Background: an optimization exercise with open tools, aiming at small area. Do not read the settings as production practice. Only simulation tests tie the RTL to the original design; equivalence was not proved. Power is estimated from default activity; no workload was simulated.

==> willow <==
==> flow/design.v <==
package rr_pkg;
    localparam int DATA_W     = 32;
    localparam int REG_ADDR_W = 5;
    localparam int NUM_REGS   = 32;
    typedef logic [DATA_W-1:0]     data_t;
    typedef logic [REG_ADDR_W-1:0] reg_addr_t;
    typedef logic [2*DATA_W-1:0]   dword_t;
    typedef struct packed {
        logic      wen;
        reg_addr_t waddr;
        data_t     wdata;
        logic      is_load;
    } stage_wr_t;
    typedef struct packed {
        logic      ren1;
        reg_addr_t raddr1;
        logic      ren2;
        reg_addr_t raddr2;
    } src_req_t;
    typedef struct packed {
        logic   wen_hi;
        logic   wen_lo;
        dword_t wdata;
    } hilo_wr_t;
    typedef logic [1:0] stall_t;
endpackage
`timescale 1ns/1ps
module gpr_file (
    input  logic              rst,
    input  rr_pkg::stage_wr_t wb_i,
    output logic [31:1]       wen_o,
    output rr_pkg::data_t     wdata_o
);
    assign wdata_o = wb_i.wdata & {32{rst}};
    always_comb begin
        for (int i = 1; i < 32; i++) begin
            wen_o[i] = !rst || (wb_i.wen && (wb_i.waddr == i[4:0]));
        end
    end
endmodule
`timescale 1ns/1ps
module operand_bypass (
    input  logic              en_i,
    input  rr_pkg::reg_addr_t addr_i,
    input  rr_pkg::stage_wr_t ex_i,
    input  rr_pkg::stage_wr_t mem_i,
    input  rr_pkg::stage_wr_t wb_i,
    output logic [33:0]       sel_o,
    output logic              hit_ex_o,
    output logic              hit_mem_o
);
    logic hit_ex, hit_mem, hit_wb, s_rf;
    rr_hit u_ex  (.wen_i(ex_i.wen),  .waddr_i(ex_i.waddr),  .addr_i(addr_i), .hit_o(hit_ex));
    rr_hit u_mem (.wen_i(mem_i.wen), .waddr_i(mem_i.waddr), .addr_i(addr_i), .hit_o(hit_mem));
    rr_hit u_wb  (.wen_i(wb_i.wen),  .waddr_i(wb_i.waddr),  .addr_i(addr_i), .hit_o(hit_wb));
    assign sel_o[0] = en_i && hit_ex;
    assign sel_o[1] = en_i && !hit_ex && hit_mem;
    assign sel_o[2] = en_i && !hit_ex && !hit_mem && hit_wb;
    assign s_rf     = en_i && !hit_ex && !hit_mem && !hit_wb;
    assign hit_ex_o  = hit_ex;
    assign hit_mem_o = hit_mem;
    rr_dec u_dec (.en_i(s_rf), .addr_i(addr_i), .dec_o(sel_o[33:3]));
endmodule
module rr_hit (
    input  logic              wen_i,
    input  rr_pkg::reg_addr_t waddr_i,
    input  rr_pkg::reg_addr_t addr_i,
    output logic              hit_o
);
    assign hit_o = wen_i && (waddr_i != '0) && (waddr_i == addr_i);
endmodule
module rr_dec (
    input  logic              en_i,
    input  rr_pkg::reg_addr_t addr_i,
    output logic [31:1]       dec_o
);
    always_comb begin
        for (int i = 1; i < 32; i++) begin
            dec_o[i] = en_i && (addr_i == i[4:0]);
        end
    end
endmodule
module rd_bit (
    input  logic [33:0] sel_i,
    input  logic [33:0] d_i,
    output logic [2:0]  h_o
);
    logic [11:0] g;
    for (genvar k = 0; k < 11; k++) begin : g_aoi
        rr_aoi222 u (
            .a0(sel_i[3*k]),   .b0(d_i[3*k]),
            .a1(sel_i[3*k+1]), .b1(d_i[3*k+1]),
            .a2(sel_i[3*k+2]), .b2(d_i[3*k+2]),
            .y(g[k])
        );
    end
    rr_nand2 u_last (.a(sel_i[33]), .b(d_i[33]), .y(g[11]));
    for (genvar k = 0; k < 3; k++) begin : g_nand
        rr_nand4 u (.a(g[4*k]), .b(g[4*k+1]), .c(g[4*k+2]), .d(g[4*k+3]), .y(h_o[k]));
    end
endmodule
`timescale 1ns/1ps
module load_hazard (
    input  rr_pkg::src_req_t  src_i,
    input  logic              ex_load_i,
    input  logic              mem_load_i,
    input  logic              ex_hit1_i,
    input  logic              mem_hit1_i,
    input  logic              ex_hit2_i,
    input  logic              mem_hit2_i,
    input  logic              load_done_i,
    input  rr_pkg::stall_t    held_i,
    output rr_pkg::stall_t    stall_o
);
    logic lhit1, lhit2;
    assign lhit1 = (ex_load_i && ex_hit1_i) || (mem_load_i && mem_hit1_i);
    assign lhit2 = (ex_load_i && ex_hit2_i) || (mem_load_i && mem_hit2_i);
    assign stall_o[1] = src_i.ren1 && (lhit1 || (!load_done_i && held_i[1]));
    assign stall_o[0] = src_i.ren2 && (lhit2 || (!load_done_i && held_i[0]));
endmodule
`timescale 1ns/1ps
module rr_aoi222 (
    input  logic a0, b0, a1, b1, a2, b2,
    output logic y
);
    assign y = !((a0 & b0) | (a1 & b1) | (a2 & b2));
endmodule
module rr_nand2 (
    input  logic a, b,
    output logic y
);
    assign y = !(a & b);
endmodule
module rr_nand4 (
    input  logic a, b, c, d,
    output logic y
);
    assign y = !(a & b & c & d);
endmodule
module rr_or3 (
    input  logic a, b, c,
    output logic y
);
    assign y = a | b | c;
endmodule
module rr_nor3 (
    input  logic a, b, c,
    output logic y
);
    assign y = !(a | b | c);
endmodule
module rr_nor2 (
    input  logic a, b,
    output logic y
);
    assign y = !(a | b);
endmodule
module rr_a2bb2o (
    input  logic a1, a2, b1, b2,
    output logic y
);
    assign y = (!a1 & !a2) | (b1 & b2);
endmodule
module rr_a22o (
    input  logic a1, a2, b1, b2,
    output logic y
);
    assign y = (a1 & a2) | (b1 & b2);
endmodule
module rr_and2 (
    input  logic a, b,
    output logic y
);
    assign y = a & b;
endmodule
`timescale 1ns/1ps
module read_reg_top (
    input  logic      clk,
    input  logic      rst,
    input  logic      flush_i,
    input  logic      load_done_i,
    input  rr_pkg::src_req_t  src_i,
    input  rr_pkg::data_t     imm_i,
    input  logic      is_store_i,
    input  rr_pkg::stage_wr_t ex_i,
    input  rr_pkg::stage_wr_t mem_i,
    input  rr_pkg::stage_wr_t wb_i,
    input  rr_pkg::hilo_wr_t  hilo_wr_i,
    output rr_pkg::data_t     rdata1_o,
    output rr_pkg::data_t     rdata2_o,
    output rr_pkg::data_t     store_data_o,
    output rr_pkg::data_t     hi_o,
    output rr_pkg::data_t     lo_o,
    output rr_pkg::stall_t    stall_o
);
    typedef rr_pkg::data_t data_t;
    logic [31:1] wen;
    data_t       wdata_g;
    data_t       regs [1:31];
    gpr_file gpr_file_i (
        .rst     (rst),
        .wb_i    (wb_i),
        .wen_o   (wen),
        .wdata_o (wdata_g)
    );
    for (genvar i = 1; i < 32; i++) begin : g_reg
        always_ff @(posedge clk) begin
            if (wen[i]) begin
                regs[i] <= wdata_g;
            end
        end
    end
    logic [33:0] sel1, sel2;
    logic        ex_hit1, mem_hit1, ex_hit2, mem_hit2;
    operand_bypass sel1_i (
        .en_i   (src_i.ren1),
        .addr_i (src_i.raddr1),
        .ex_i   (ex_i),
        .mem_i  (mem_i),
        .wb_i   (wb_i),
        .sel_o     (sel1),
        .hit_ex_o  (ex_hit1),
        .hit_mem_o (mem_hit1)
    );
    operand_bypass sel2_i (
        .en_i   (is_store_i || src_i.ren2),
        .addr_i (src_i.raddr2),
        .ex_i   (ex_i),
        .mem_i  (mem_i),
        .wb_i   (wb_i),
        .sel_o     (sel2),
        .hit_ex_o  (ex_hit2),
        .hit_mem_o (mem_hit2)
    );
    logic use_imm;
    assign use_imm = is_store_i || !src_i.ren2;
    for (genvar b = 0; b < 32; b++) begin : g_bit
        logic [33:0] d;
        logic [2:0]  h1, h2;
        logic        f2;
        assign d[0] = ex_i.wdata[b];
        assign d[1] = mem_i.wdata[b];
        assign d[2] = wb_i.wdata[b];
        for (genvar i = 1; i < 32; i++) begin : g_d
            assign d[2+i] = regs[i][b];
        end
        rd_bit rd1_i (.sel_i(sel1), .d_i(d), .h_o(h1));
        rd_bit rd2_i (.sel_i(sel2), .d_i(d), .h_o(h2));
        rr_or3    u_r1  (.a(h1[0]), .b(h1[1]), .c(h1[2]), .y(rdata1_o[b]));
        rr_or3    u_f2  (.a(h2[0]), .b(h2[1]), .c(h2[2]), .y(f2));
        rr_and2   u_st  (.a(f2), .b(is_store_i), .y(store_data_o[b]));
        rr_a22o   u_r2  (.a1(f2), .a2(!is_store_i), .b1(use_imm), .b2(imm_i[b]), .y(rdata2_o[b]));
    end
    rr_pkg::stall_t held_q;
    load_hazard load_hazard_i (
        .src_i       (src_i),
        .ex_load_i   (ex_i.is_load),
        .mem_load_i  (mem_i.is_load),
        .ex_hit1_i   (ex_hit1),
        .mem_hit1_i  (mem_hit1),
        .ex_hit2_i   (ex_hit2),
        .mem_hit2_i  (mem_hit2),
        .load_done_i (load_done_i),
        .held_i      (held_q),
        .stall_o     (stall_o)
    );
    always_ff @(posedge clk) begin
        held_q <= stall_o & {2{rst}};
    end
    data_t hi_q, lo_q;
    logic  hi_v, lo_v;
    logic  st_hi, st_lo;
    logic  show_hi, show_lo;
    assign st_hi = hilo_wr_i.wen_hi && !flush_i;
    assign st_lo = hilo_wr_i.wen_lo && !flush_i;
    always_ff @(posedge clk) begin
        if (st_hi) hi_q <= hilo_wr_i.wdata[63:32];
        if (st_lo) lo_q <= hilo_wr_i.wdata[31:0];
    end
    always_ff @(posedge clk) begin
        hi_v <= rst && (hi_v || st_hi);
        lo_v <= rst && (lo_v || st_lo);
    end
    assign show_hi = hi_v && !hilo_wr_i.wen_hi;
    assign show_lo = lo_v && !hilo_wr_i.wen_lo;
    for (genvar b = 0; b < 32; b++) begin : g_hilo
        rr_a22o u_hi (.a1(hilo_wr_i.wen_hi), .a2(hilo_wr_i.wdata[32+b]),
                      .b1(show_hi), .b2(hi_q[b]), .y(hi_o[b]));
        rr_a22o u_lo (.a1(hilo_wr_i.wen_lo), .a2(hilo_wr_i.wdata[b]),
                      .b1(show_lo), .b2(lo_q[b]), .y(lo_o[b]));
    end
endmodule
==> flow/flow/run.sh <==
#!/bin/bash
# The standard layout (standard.sh) with two changes:
#  * the ports get the smallest buffer (buf_1) instead of the default one;
#  * the clock tree uses clkbuf_16 sink buffers, each driving a cluster of at
#    most 25 flip-flops within 70 um, without dummy balancing loads.
set -euo pipefail
export BUFFER_PORTS_ARGS="-buffer_cell sky130_fd_sc_hd__buf_1"
export CTS_ARGS="-sink_clustering_enable -repair_clock_nets -dont_use_dummy_load -buf_list sky130_fd_sc_hd__clkbuf_16 -sink_clustering_size 25 -sink_clustering_max_diameter 70"
bash standard.sh > flow_standard.log 2>&1
==> flow/standard.sh <==
#!/bin/bash
# synth_recipe.tcl (not shown) runs the flow's synth.tcl, then flattens the netlist and writes it again
# the make line also repeats each setting of config.mk as NAME=value (left out here)
make -C /OpenROAD-flow-scripts/flow DESIGN_CONFIG=/design/flow/config.mk WORK_HOME=/design/flow/orfs CLKGATE_MAP_FILE= SYNTH_SCRIPT=/design/flow/synth_recipe.tcl "${@:-finish}"
==> flow/config.mk <==
export PLATFORM = sky130hd
export DESIGN_NAME = read_reg_top
export DESIGN_NICKNAME = read_reg_top
export VERILOG_FILES = /design/flow/design.v
export SDC_FILE = /design/flow/constraint.sdc
export NUM_CORES = 4
export LEC_CHECK = 0
export CAP_MARGIN = 20
export CORE_MARGIN = 2
export CORE_UTILIZATION = 68
export SETUP_SLACK_MARGIN = 0.15
export SLEW_MARGIN = 20
export SYNTH_HIERARCHICAL = 1
==> flow/constraint.sdc <==
create_clock -name core_clock -period 7.0 [get_ports {clk}]
set_input_delay 1.4000 -clock core_clock [delete_from_list [all_inputs] [get_ports {clk}]]
set_output_delay 1.4000 -clock core_clock [all_outputs]
set_load 0.01 [all_outputs]
==> inputs of sierra, as changes to willow <==
==> flow/design.v, changed modules only <==
module operand_bypass (
    input  logic              en_i,
    input  rr_pkg::reg_addr_t addr_i,
    input  rr_pkg::stage_wr_t ex_i,
    input  rr_pkg::stage_wr_t mem_i,
    input  rr_pkg::stage_wr_t wb_i,
    output logic [33:0]       sel_o
);
    logic hit_ex, hit_mem, hit_wb, s_rf;
    assign hit_ex  = ex_i.wen  && (ex_i.waddr  != '0) && (ex_i.waddr  == addr_i);
    assign hit_mem = mem_i.wen && (mem_i.waddr != '0) && (mem_i.waddr == addr_i);
    assign hit_wb  = wb_i.wen  && (wb_i.waddr  != '0) && (wb_i.waddr  == addr_i);
    assign sel_o[0] = en_i && hit_ex;
    assign sel_o[1] = en_i && !hit_ex && hit_mem;
    assign sel_o[2] = en_i && !hit_ex && !hit_mem && hit_wb;
    assign s_rf     = en_i && !hit_ex && !hit_mem && !hit_wb;
    always_comb begin
        for (int i = 1; i < 32; i++) begin
            sel_o[2+i] = s_rf && (addr_i == i[4:0]);
        end
    end
endmodule
module load_hazard (
    input  rr_pkg::src_req_t  src_i,
    input  rr_pkg::stage_wr_t ex_i,
    input  rr_pkg::stage_wr_t mem_i,
    input  logic              load_done_i,
    input  rr_pkg::stall_t    held_i,
    output rr_pkg::stall_t    stall_o
);
    logic lhit1, lhit2;
    assign lhit1 = (ex_i.is_load && ex_i.wen && (ex_i.waddr != '0) && (ex_i.waddr == src_i.raddr1))
                || (mem_i.is_load && mem_i.wen && (mem_i.waddr != '0) && (mem_i.waddr == src_i.raddr1));
    assign lhit2 = (ex_i.is_load && ex_i.wen && (ex_i.waddr != '0) && (ex_i.waddr == src_i.raddr2))
                || (mem_i.is_load && mem_i.wen && (mem_i.waddr != '0) && (mem_i.waddr == src_i.raddr2));
    assign stall_o[1] = src_i.ren1 && (lhit1 || (!load_done_i && held_i[1]));
    assign stall_o[0] = src_i.ren2 && (lhit2 || (!load_done_i && held_i[0]));
endmodule
module read_reg_top (
    input  logic      clk,
    input  logic      rst,
    input  logic      flush_i,
    input  logic      load_done_i,
    input  rr_pkg::src_req_t  src_i,
    input  rr_pkg::data_t     imm_i,
    input  logic      is_store_i,
    input  rr_pkg::stage_wr_t ex_i,
    input  rr_pkg::stage_wr_t mem_i,
    input  rr_pkg::stage_wr_t wb_i,
    input  rr_pkg::hilo_wr_t  hilo_wr_i,
    output rr_pkg::data_t     rdata1_o,
    output rr_pkg::data_t     rdata2_o,
    output rr_pkg::data_t     store_data_o,
    output rr_pkg::data_t     hi_o,
    output rr_pkg::data_t     lo_o,
    output rr_pkg::stall_t    stall_o
);
    typedef rr_pkg::data_t data_t;
    logic [31:1] wen;
    data_t       wdata_g;
    data_t       regs [1:31];
    gpr_file gpr_file_i (
        .rst     (rst),
        .wb_i    (wb_i),
        .wen_o   (wen),
        .wdata_o (wdata_g)
    );
    for (genvar i = 1; i < 32; i++) begin : g_reg
        always_ff @(posedge clk) begin
            if (wen[i]) begin
                regs[i] <= wdata_g;
            end
        end
    end
    logic [33:0] sel1, sel2;
    operand_bypass sel1_i (
        .en_i   (src_i.ren1),
        .addr_i (src_i.raddr1),
        .ex_i   (ex_i),
        .mem_i  (mem_i),
        .wb_i   (wb_i),
        .sel_o  (sel1)
    );
    operand_bypass sel2_i (
        .en_i   (is_store_i || src_i.ren2),
        .addr_i (src_i.raddr2),
        .ex_i   (ex_i),
        .mem_i  (mem_i),
        .wb_i   (wb_i),
        .sel_o  (sel2)
    );
    logic use_imm;
    assign use_imm = is_store_i || !src_i.ren2;
    for (genvar b = 0; b < 32; b++) begin : g_bit
        logic [33:0] d;
        logic [2:0]  h1, h2;
        logic        f2_n;
        assign d[0] = ex_i.wdata[b];
        assign d[1] = mem_i.wdata[b];
        assign d[2] = wb_i.wdata[b];
        for (genvar i = 1; i < 32; i++) begin : g_d
            assign d[2+i] = regs[i][b];
        end
        rd_bit rd1_i (.sel_i(sel1), .d_i(d), .h_o(h1));
        rd_bit rd2_i (.sel_i(sel2), .d_i(d), .h_o(h2));
        rr_or3    u_r1  (.a(h1[0]), .b(h1[1]), .c(h1[2]), .y(rdata1_o[b]));
        rr_nor3   u_f2  (.a(h2[0]), .b(h2[1]), .c(h2[2]), .y(f2_n));
        rr_nor2   u_st  (.a(f2_n), .b(!is_store_i), .y(store_data_o[b]));
        rr_a2bb2o u_r2  (.a1(f2_n), .a2(is_store_i), .b1(use_imm), .b2(imm_i[b]), .y(rdata2_o[b]));
    end
    rr_pkg::stall_t held_q;
    load_hazard load_hazard_i (
        .src_i       (src_i),
        .ex_i        (ex_i),
        .mem_i       (mem_i),
        .load_done_i (load_done_i),
        .held_i      (held_q),
        .stall_o     (stall_o)
    );
    always_ff @(posedge clk) begin
        held_q <= stall_o & {2{rst}};
    end
    data_t hi_q, lo_q;
    logic  hi_v, lo_v;
    logic  st_hi, st_lo;
    logic  show_hi, show_lo;
    assign st_hi = hilo_wr_i.wen_hi && !flush_i;
    assign st_lo = hilo_wr_i.wen_lo && !flush_i;
    always_ff @(posedge clk) begin
        if (st_hi) hi_q <= hilo_wr_i.wdata[63:32];
        if (st_lo) lo_q <= hilo_wr_i.wdata[31:0];
    end
    always_ff @(posedge clk) begin
        hi_v <= rst && (hi_v || st_hi);
        lo_v <= rst && (lo_v || st_lo);
    end
    assign show_hi = hi_v && !hilo_wr_i.wen_hi;
    assign show_lo = lo_v && !hilo_wr_i.wen_lo;
    for (genvar b = 0; b < 32; b++) begin : g_hilo
        rr_a22o u_hi (.a1(hilo_wr_i.wen_hi), .a2(hilo_wr_i.wdata[32+b]),
                      .b1(show_hi), .b2(hi_q[b]), .y(hi_o[b]));
        rr_a22o u_lo (.a1(hilo_wr_i.wen_lo), .a2(hilo_wr_i.wdata[b]),
                      .b1(show_lo), .b2(lo_q[b]), .y(lo_o[b]));
    end
endmodule
// module rr_hit removed
// module rr_dec removed
// module rr_and2 removed
==> flow/run.sh (new file) <==
#!/bin/bash
# synth_recipe.tcl (not shown) runs the flow's synth.tcl, then flattens the netlist and writes it again
# the make line also repeats each setting of config.mk as NAME=value (left out here)
make -C /OpenROAD-flow-scripts/flow DESIGN_CONFIG=/design/flow/config.mk WORK_HOME=/design/flow/orfs CLKGATE_MAP_FILE= SYNTH_SCRIPT=/design/flow/synth_recipe.tcl finish
Settings changed: CORE_UTILIZATION 68 to 40, SETUP_SLACK_MARGIN 0.15 to unset.
removed: flow/flow/run.sh
removed: flow/standard.sh
==> summary of the runs <==
willow ran to the end with no violations. sierra produced a layout that fails on negative setup slack. In sierra the fmax is smaller than in willow, by about 3.6%. Against willow, the combinational power of sierra is larger by 30%. Of sierra and willow, sierra has the higher clock power (gap 69%, measured against willow). Against willow, the synthesized cell count of sierra is higher by 2.0%. Flip-flop and latch count is the same in sierra and willow. Clock skew is the same in sierra and willow. Against willow, the die area of sierra is larger by about 70%.

## separate check: timing with driven ports
How much do the figures lean on ideal ports? The routed layouts below were timed once more, with nothing changed but the port constraints.
Step 1 (the two cells are an assumption about what drives the block):
set clk [get_ports {clk}]
set_driving_cell -lib_cell sky130_fd_sc_hd__clkbuf_16 $clk
set_driving_cell -lib_cell sky130_fd_sc_hd__buf_2 [delete_from_list [all_inputs] $clk]
Step 2 times the ports against the registers' clock, not the clock port: input delays grow and output delays shrink by t, the midpoint of the rising clock arrivals with the driver on.
Three values: no drivers, after step 1, after step 2; two values: the first two.
run | shift t [ns] | slack for setup (ns) | hold slack, ns
willow | 0.700 | 0.238 / 0.212 / 0.212 | 0.487 / 0.487 / 0.487
sierra | 0.787 | -0.012 / -0.033 / -0.033 | 0.461 / 0.461 / 0.461
The setup slack of willow, which loses most, moves by -0.026 ns with the drivers and by -0.026 ns with both steps.
